Source: an optimization exercise on an open RTL-to-GDS flow (aim: small area, a short achievable clock period and few clock cycles per item). Production flows keep margins and buffers that such runs may drop.
The RTL was checked by simulation tests, not by an equivalence proof against the original design.
Power is estimated from default activity; no workload was simulated.

run 1:
==> flow/design.v <==
`default_nettype none
package kuart_pkg;
    localparam int unsigned DEFAULT_TABLE_DEPTH = 16;
    localparam int unsigned MAX_OUT             = 16;
    localparam logic [31:0] USER_LIMIT          = 32'h8000_0000;
    localparam logic [31:0] PAGE_MASK           = 32'hFFFF_F000;
    localparam logic [31:0] EXEMPT_RESET        = 32'h02B4_0020;
    localparam logic [1:0] KIND_FAULT   = 2'd0;
    localparam logic [1:0] KIND_RELEASE = 2'd1;
    localparam logic [1:0] KIND_HOLDER  = 2'd2;
    localparam logic [1:0] KIND_NONE    = 2'd3;
    localparam logic REG_TARGET = 1'b0;
    localparam logic REG_EXEMPT = 1'b1;
    localparam int unsigned S_TDATA_W = 136;
    localparam int unsigned M_TDATA_W = 40;
endpackage
`default_nettype wire
`default_nettype none
module kernel_user_access_record_table_unit #(
    parameter int unsigned TABLE_DEPTH = kuart_pkg::DEFAULT_TABLE_DEPTH
) (
    input  wire logic                   aclk,
    input  wire logic                   aresetn,
    input  wire logic                   s_tvalid,
    output logic                        s_tready,
    input  wire logic [kuart_pkg::S_TDATA_W-1:0] s_tdata,
    input  wire logic [1:0]             s_tuser,
    output logic                        m_tvalid,
    input  wire logic                   m_tready,
    output logic [kuart_pkg::M_TDATA_W-1:0] m_tdata,
    output logic                        m_tlast,
    input  wire logic                   cfg_we,
    input  wire logic                   cfg_index,
    input  wire logic [31:0]            cfg_data
);
    localparam int unsigned N = TABLE_DEPTH;
    logic [31:0] target_reg, exempt_reg;
    logic [N-1:0] valid_reg, pend_reg;
    logic         pend_any;   
    logic [31:0] ent_ctx [N];
    logic [31:0] ent_thr [N];
    logic [30:0] ent_adr [N];
    logic [31:0] ent_pc  [N];
    logic [N-1:0] ent_thr0;
    logic        q_valid;
    logic        q_fault, q_viol, q_rd, q_thr0;
    logic [31:0] q_ctx, q_thr, q_pc;
    logic [30:0] q_adr;
    logic        q_rel, q_hold, q_relhold;
    logic [N-1:0] q_v;    
    localparam int unsigned BW = 37;
    logic [BW-1:0] out_reg, sk_reg;
    logic          sk_valid;
    logic          b_valid;
    logic [5:0]    b_flags;
    logic [N-1:0]  b_sel;
    logic          rdy_reg;    
    function automatic logic [N-1:0] lowest(input logic [N-1:0] v);
        logic seen;
        seen = 1'b0;
        for (int k = 0; k < N; k++) begin
            lowest[k] = v[k] && !seen;
            seen = seen || v[k];
        end
    endfunction
    function automatic logic many(input logic [N-1:0] v);
        logic [N-1:0] any_t, many_t;
        any_t  = v;
        many_t = '0;
        for (int w = 1; w < N; w = w * 2)
            for (int k = 0; k + w < N; k = k + 2 * w) begin
                many_t[k] = many_t[k] || many_t[k + w] || (any_t[k] && any_t[k + w]);
                any_t[k]  = any_t[k] || any_t[k + w];
            end
        many = many_t[0];
    endfunction
    logic [31:0] i_ctx, i_thr, i_adr, i_pc;
    logic i_user, i_prot, i_wr, i_ac, i_ptew, i_pass;
    logic i_fault, i_rel, i_hold, i_rd, i_relok, i_lowpg;
    logic [1:0] i_rpl;
    assign i_ctx  = s_tdata[31:0];
    assign i_thr  = s_tdata[63:32];
    assign i_adr  = s_tdata[95:64];
    assign i_pc   = s_tdata[127:96];
    assign i_user = s_tdata[128];
    assign i_prot = s_tdata[129];
    assign i_wr   = s_tdata[130];
    assign i_rpl  = s_tdata[132:131];
    assign i_ac   = s_tdata[133];
    assign i_ptew = s_tdata[134];
    assign i_pass = (i_ctx == target_reg) && !i_adr[31] && i_prot &&
                    !(i_wr && !i_ptew) && !i_user && (i_rpl != 2'd3) && !i_ac;
    assign i_fault = (s_tuser == kuart_pkg::KIND_FAULT);
    assign i_rel   = (s_tuser == kuart_pkg::KIND_RELEASE);
    assign i_hold  = (s_tuser == kuart_pkg::KIND_HOLDER);
    assign i_rd    = i_pass && !i_wr;
    assign i_relok = (i_ctx != exempt_reg);
    assign i_lowpg = !i_adr[31];
    logic [N-1:0] free_v, free_1h;
    assign free_v  = ~valid_reg & ~pend_reg;
    assign free_1h = lowest(free_v);
    logic f_dbl, f_rel, f_hold;
    always_comb begin
        logic pg_eq, adr_eq, pc_eq, ctx_eq, thr_eq;
        pg_eq  = (q_adr[30:12] == i_adr[30:12]);
        adr_eq = pg_eq && (q_adr[11:0] == i_adr[11:0]);
        pc_eq  = (q_pc == i_pc);
        ctx_eq = (q_ctx == i_ctx);
        thr_eq = (q_thr == i_thr);
        f_dbl  = adr_eq && !pc_eq;
        f_rel  = (ctx_eq && thr_eq) || q_thr0;
        f_hold = thr_eq && pg_eq;
    end
    logic [N-1:0] c_dbl, c_rel, c_hold;
    for (genvar i = 0; i < N; i++) begin : g_cmp
        logic adr_eq, pg_eq, pc_eq, ctx_eq, thr_eq;
        assign pg_eq  = (ent_adr[i][30:12] == i_adr[30:12]);
        assign adr_eq = pg_eq && (ent_adr[i][11:0] == i_adr[11:0]);
        assign pc_eq  = (ent_pc[i] == i_pc);
        assign ctx_eq = (ent_ctx[i] == i_ctx);
        assign thr_eq = (ent_thr[i] == i_thr);
        assign c_dbl[i]  = free_1h[i] ? f_dbl  : (adr_eq && !pc_eq);
        assign c_rel[i]  = free_1h[i] ? f_rel  : ((ctx_eq && thr_eq) || ent_thr0[i]);
        assign c_hold[i] = free_1h[i] ? f_hold : (thr_eq && pg_eq);
    end
    logic [N-1:0] hit_v, hit_1h, pend_1h, sel_1h;
    logic hit_any, hit_many, pend_many, rest_any;
    logic dbl_any, free_any, rec;
    logic go, emit_p, beat_en, out_free, take, b_free, b_adv;
    assign hit_v     = q_v & valid_reg;
    assign hit_1h    = lowest(hit_v);
    assign hit_any   = |hit_v;
    assign hit_many  = many(hit_v);
    assign pend_1h   = lowest(pend_reg);
    assign pend_many = many(pend_reg);
    assign dbl_any   = q_fault && hit_any;
    assign free_any  = |free_v;
    assign rec       = q_fault && q_rd && !hit_any && free_any;
    assign out_free = !m_tvalid || m_tready;
    assign b_free   = !b_valid || !sk_valid;
    assign b_adv    = b_valid && !sk_valid;
    assign go       = q_valid && !pend_any && b_free;
    assign emit_p   = pend_any && b_free;
    assign beat_en  = go || emit_p;
    assign s_tready = rdy_reg;    
    assign take     = s_tvalid && s_tready;
    logic q_valid_n, pend_any_n, sk_valid_n, b_valid_n;
    always_comb begin
        q_valid_n = q_valid;
        if (take)    q_valid_n = (s_tuser != kuart_pkg::KIND_NONE);
        else if (go) q_valid_n = 1'b0;
        pend_any_n = beat_en ? rest_any : pend_any;
        sk_valid_n = sk_valid;
        if (b_adv)         sk_valid_n = !out_free;
        else if (out_free) sk_valid_n = 1'b0;
        b_valid_n = beat_en || (b_valid && !b_adv);
    end
    assign sel_1h   = pend_any ? pend_1h : (q_relhold ? hit_1h : '0);
    assign rest_any = pend_any ? pend_many : (q_rel && hit_many);
    logic [5:0] flags;
    assign flags = {pend_any || (q_relhold && hit_any),  
                   !pend_any && q_hold && hit_any,    
                   !pend_any && rec,                  
                   !pend_any && dbl_any,              
                   !pend_any && q_fault && q_viol,    
                   !rest_any};                        
    logic [30:0] b_adr;
    always_comb begin
        b_adr = '0;
        for (int i = 0; i < N; i++)
            if (b_sel[i]) b_adr = b_adr | ent_adr[i];
    end
    logic [BW-1:0] beat;
    assign beat = {b_adr, b_flags};
    assign m_tdata = {3'd0, 1'b0, out_reg[BW-1:1]};
    assign m_tlast = out_reg[0];
    always_ff @(posedge aclk) begin
        if (!aresetn) begin
            target_reg <= 32'd0;
            exempt_reg <= kuart_pkg::EXEMPT_RESET;
            valid_reg  <= '0;
            pend_reg   <= '0;
            pend_any   <= 1'b0;
            q_valid    <= 1'b0;
            sk_valid   <= 1'b0;
            b_valid    <= 1'b0;
            rdy_reg    <= 1'b1;
            m_tvalid   <= 1'b0;
        end else begin
            if (cfg_we) begin
                if (cfg_index == kuart_pkg::REG_TARGET) target_reg <= cfg_data;
                else                                    exempt_reg <= cfg_data;
            end
            q_valid  <= q_valid_n;
            sk_valid <= sk_valid_n;
            b_valid  <= b_valid_n;
            rdy_reg  <= !q_valid_n || (!pend_any_n && (!b_valid_n || !sk_valid_n));
            if (go) valid_reg <= (valid_reg | (rec ? free_1h : '0)) &
                                 ~(q_rel ? hit_v : '0) & ~(q_hold ? hit_1h : '0);
            if (beat_en) pend_reg <= pend_any ? (pend_reg & ~pend_1h) :
                                     (q_rel ? (hit_v & ~hit_1h) : '0);
            pend_any <= pend_any_n;
            if (b_adv)         m_tvalid <= 1'b1;
            else if (out_free) m_tvalid <= sk_valid;
        end
    end
    always_ff @(posedge aclk) begin
        if (beat_en) begin
            b_flags <= flags;
            b_sel   <= sel_1h;
        end
        if (out_free && (b_adv || sk_valid)) out_reg <= sk_valid ? sk_reg : beat;
        if (b_adv && !out_free) sk_reg <= beat;
    end
    always_ff @(posedge aclk) begin
        if (take) begin
            q_fault <= i_fault;
            q_viol  <= i_pass;
            q_rd    <= i_rd;
            q_thr0  <= (i_thr == 32'd0);
            q_ctx   <= i_ctx;
            q_thr   <= i_thr;
            q_adr   <= i_adr[30:0];
            q_pc    <= i_pc;
            q_rel   <= i_rel;
            q_hold  <= i_hold;
            q_relhold <= i_rel || i_hold;
            q_v     <= (i_fault && i_rd)    ? c_dbl  :
                       (i_rel && i_relok)   ? c_rel  :
                       (i_hold && i_lowpg)  ? c_hold : '0;
        end
    end
    always_ff @(posedge aclk) begin
        for (int i = 0; i < N; i++) begin
            if (free_1h[i] && !(b_valid && sk_valid && b_sel[i])) begin
                ent_ctx[i]  <= q_ctx;
                ent_thr[i]  <= q_thr;
                ent_adr[i]  <= q_adr;
                ent_pc[i]   <= q_pc;
                ent_thr0[i] <= q_thr0;
            end
        end
    end
endmodule
`default_nettype wire
==> flow/config.mk <==
export PLATFORM = sky130hd
export DESIGN_NAME = kernel_user_access_record_table_unit
export DESIGN_NICKNAME = kernel_user_access_record_table_unit
export VERILOG_FILES = /design/flow/design.v
export SDC_FILE = /design/flow/constraint.sdc
export NUM_CORES = 4
export LEC_CHECK = 0
export CAP_MARGIN = 20
export CORE_MARGIN = 2
export CORE_UTILIZATION = 60
export SETUP_SLACK_MARGIN = 3.2
export SLEW_MARGIN = 20
==> flow/constraint.sdc <==
create_clock -name core_clock -period 6.0 [get_ports {aclk}]
set_input_delay 1.2000 -clock core_clock [delete_from_list [all_inputs] [get_ports {aclk}]]
set_output_delay 1.2000 -clock core_clock [all_outputs]
set_load 0.01 [all_outputs]
standard.sh (not shown) runs the stock make flow with config.mk's settings and CLKGATE_MAP_FILE= SYNTH_SCRIPT=/design/flow/synth_recipe.tcl, a recipe that flattens the netlist after the stock synthesis.
==> flow/flow/run.sh <==
#!/bin/bash
# Standard layout, with three changes: the port buffers are buf_4 cells instead of delay
# buffers, timing repair may resize a cell to any drive strength of its function, not
# only to cells of the same footprint, and CTS inserts no dummy loads.
set -euo pipefail
bash standard.sh "BUFFER_PORTS_ARGS=-buffer_cell sky130_fd_sc_hd__buf_4" MATCH_CELL_FOOTPRINT=0 \
  "CTS_ARGS=-sink_clustering_enable -repair_clock_nets -dont_use_dummy_load" \
  finish > layout.log 2>&1
Testbench counts of run 1, summed over its fixed seeds: cycles 5,231, items 4,800.
Input-level comparison between run 2 and run 1:
- changing SETUP_SLACK_MARGIN from 3.2 to 3.0
Findings:
Run 2 vs run 1, startpoint of the worst setup timing path: s_tdata[117] vs s_tdata[93]
The final layouts of run 2 and run 1 pass the timing, design-rule and antenna checks.
[compare] base=run 1 new=run 2: non-filler instance count after layout shows a reduction of 47, final standard cell area without fillers shows a reduction of 1100 um^2, routed wire length shows a reduction of 1.3%, final critical-path share of the clock period shows an increase of 5.3 points, count of vias placed by the detailed router shows a reduction of 604.
Summary: with run 1 as the reference, multi-input gate area in the final layout in run 2 moved down slightly.
Against run 1, combinational power in run 2 fell by a few percent.
In terms of multi-input gate share of the layout cell area, run 1 and run 2 differ only marginally.
> inputs changed (run 2 -> run 3)
- SETUP_SLACK_MARGIN: 3.0 -> 3.2
- CTS_CLUSTER_SIZE: unset -> 20
- CTS_CLUSTER_DIAMETER: unset -> 60
==> flow/flow/run.sh <==
#!/bin/bash
# Standard layout, with two changes: the port buffers are buf_4 cells instead of delay
# buffers, and timing repair may resize a cell to any drive strength of its function,
# not only to cells of the same footprint.
set -euo pipefail
bash standard.sh "BUFFER_PORTS_ARGS=-buffer_cell sky130_fd_sc_hd__buf_4" MATCH_CELL_FOOTPRINT=0 finish > layout.log 2>&1
Findings:
- In run 3, the maximum frequency came out 8.0% above the value in run 2.
- Taking run 2 as the reference, in run 3 via count picked up an extra 536; combinational share of power went up; synthesized cell count has remained practically unchanged.
- When run 3 is set beside run 2, its setup slack turns out to be 240 ps larger.
Edits applied to the flow inputs when going from run 3 to run 4:
- a deleted CTS_CLUSTER_SIZE that had been 20
- a deleted CTS_CLUSTER_DIAMETER that had been 60
==> comparison <==
Fmax went up by a few percent going from run 3 to run 4. Reported for run 3 and run 4, width of the die turned out identical to the last digit. Cmp run 3 and run 4 / part of the power in the clock network / higher: run 4. Global-route usage (higher): run 4. Run 4 consumes more power than run 3 does. Of run 3 and run 4, run 3 shows the higher portion of total power attributed to combinational logic, with run 4 below it. Compared run 4 vs run 3, and path depth of the worst reg2reg path is down in run 4. Relative to run 3, run 4 degrades net switching power of the design. Re arrival time reported for the critical path endpoint: run 3 and run 4 aren't equal, and the lower value belongs to run 4. Run 4 vs run 3: cell area up slightly. A critical path's slowest cell of xnor2_1 is what run 3 shows, while nor4_2 belongs to run 4.

==> what the ideal ports hide <==
The flow's constraints put no driver on any port. The routed layouts listed below were extracted and timed again, unchanged, in two steps. Step 1 assumes that a clkbuf_16 drives the clock port and a buf_2 every other input. Step 2 moves the port delays by t, midway between the first and last clock arrival at a register: inputs arrive t later, outputs are due t later. That takes back most of the time a late clock gives input paths. Slacks: no drivers / after step 1 / after step 2; pairs: no drivers / after step 1.
run	t (ns)	slack for setup (ns)	hold WS [ns]	cell pins on the clock port's net
run 1	0.953	3.109 / 3.140 / 2.187	0.452 / 0.452 / 0.452	1
run 2	0.956	2.792 / 2.853 / 1.898	0.451 / 0.451 / 0.451	1
run 3	0.934	3.028 / 3.038 / 2.104	0.455 / 0.455 / 0.455	1
run 4	0.980	3.117 / 3.134 / 2.154	0.451 / 0.451 / 0.451	1
After both steps setup and hold are still met in every run listed. For run 4, which loses most, drivers alone change the setup slack by +0.017 ns; drivers and shift together by -0.963 ns.
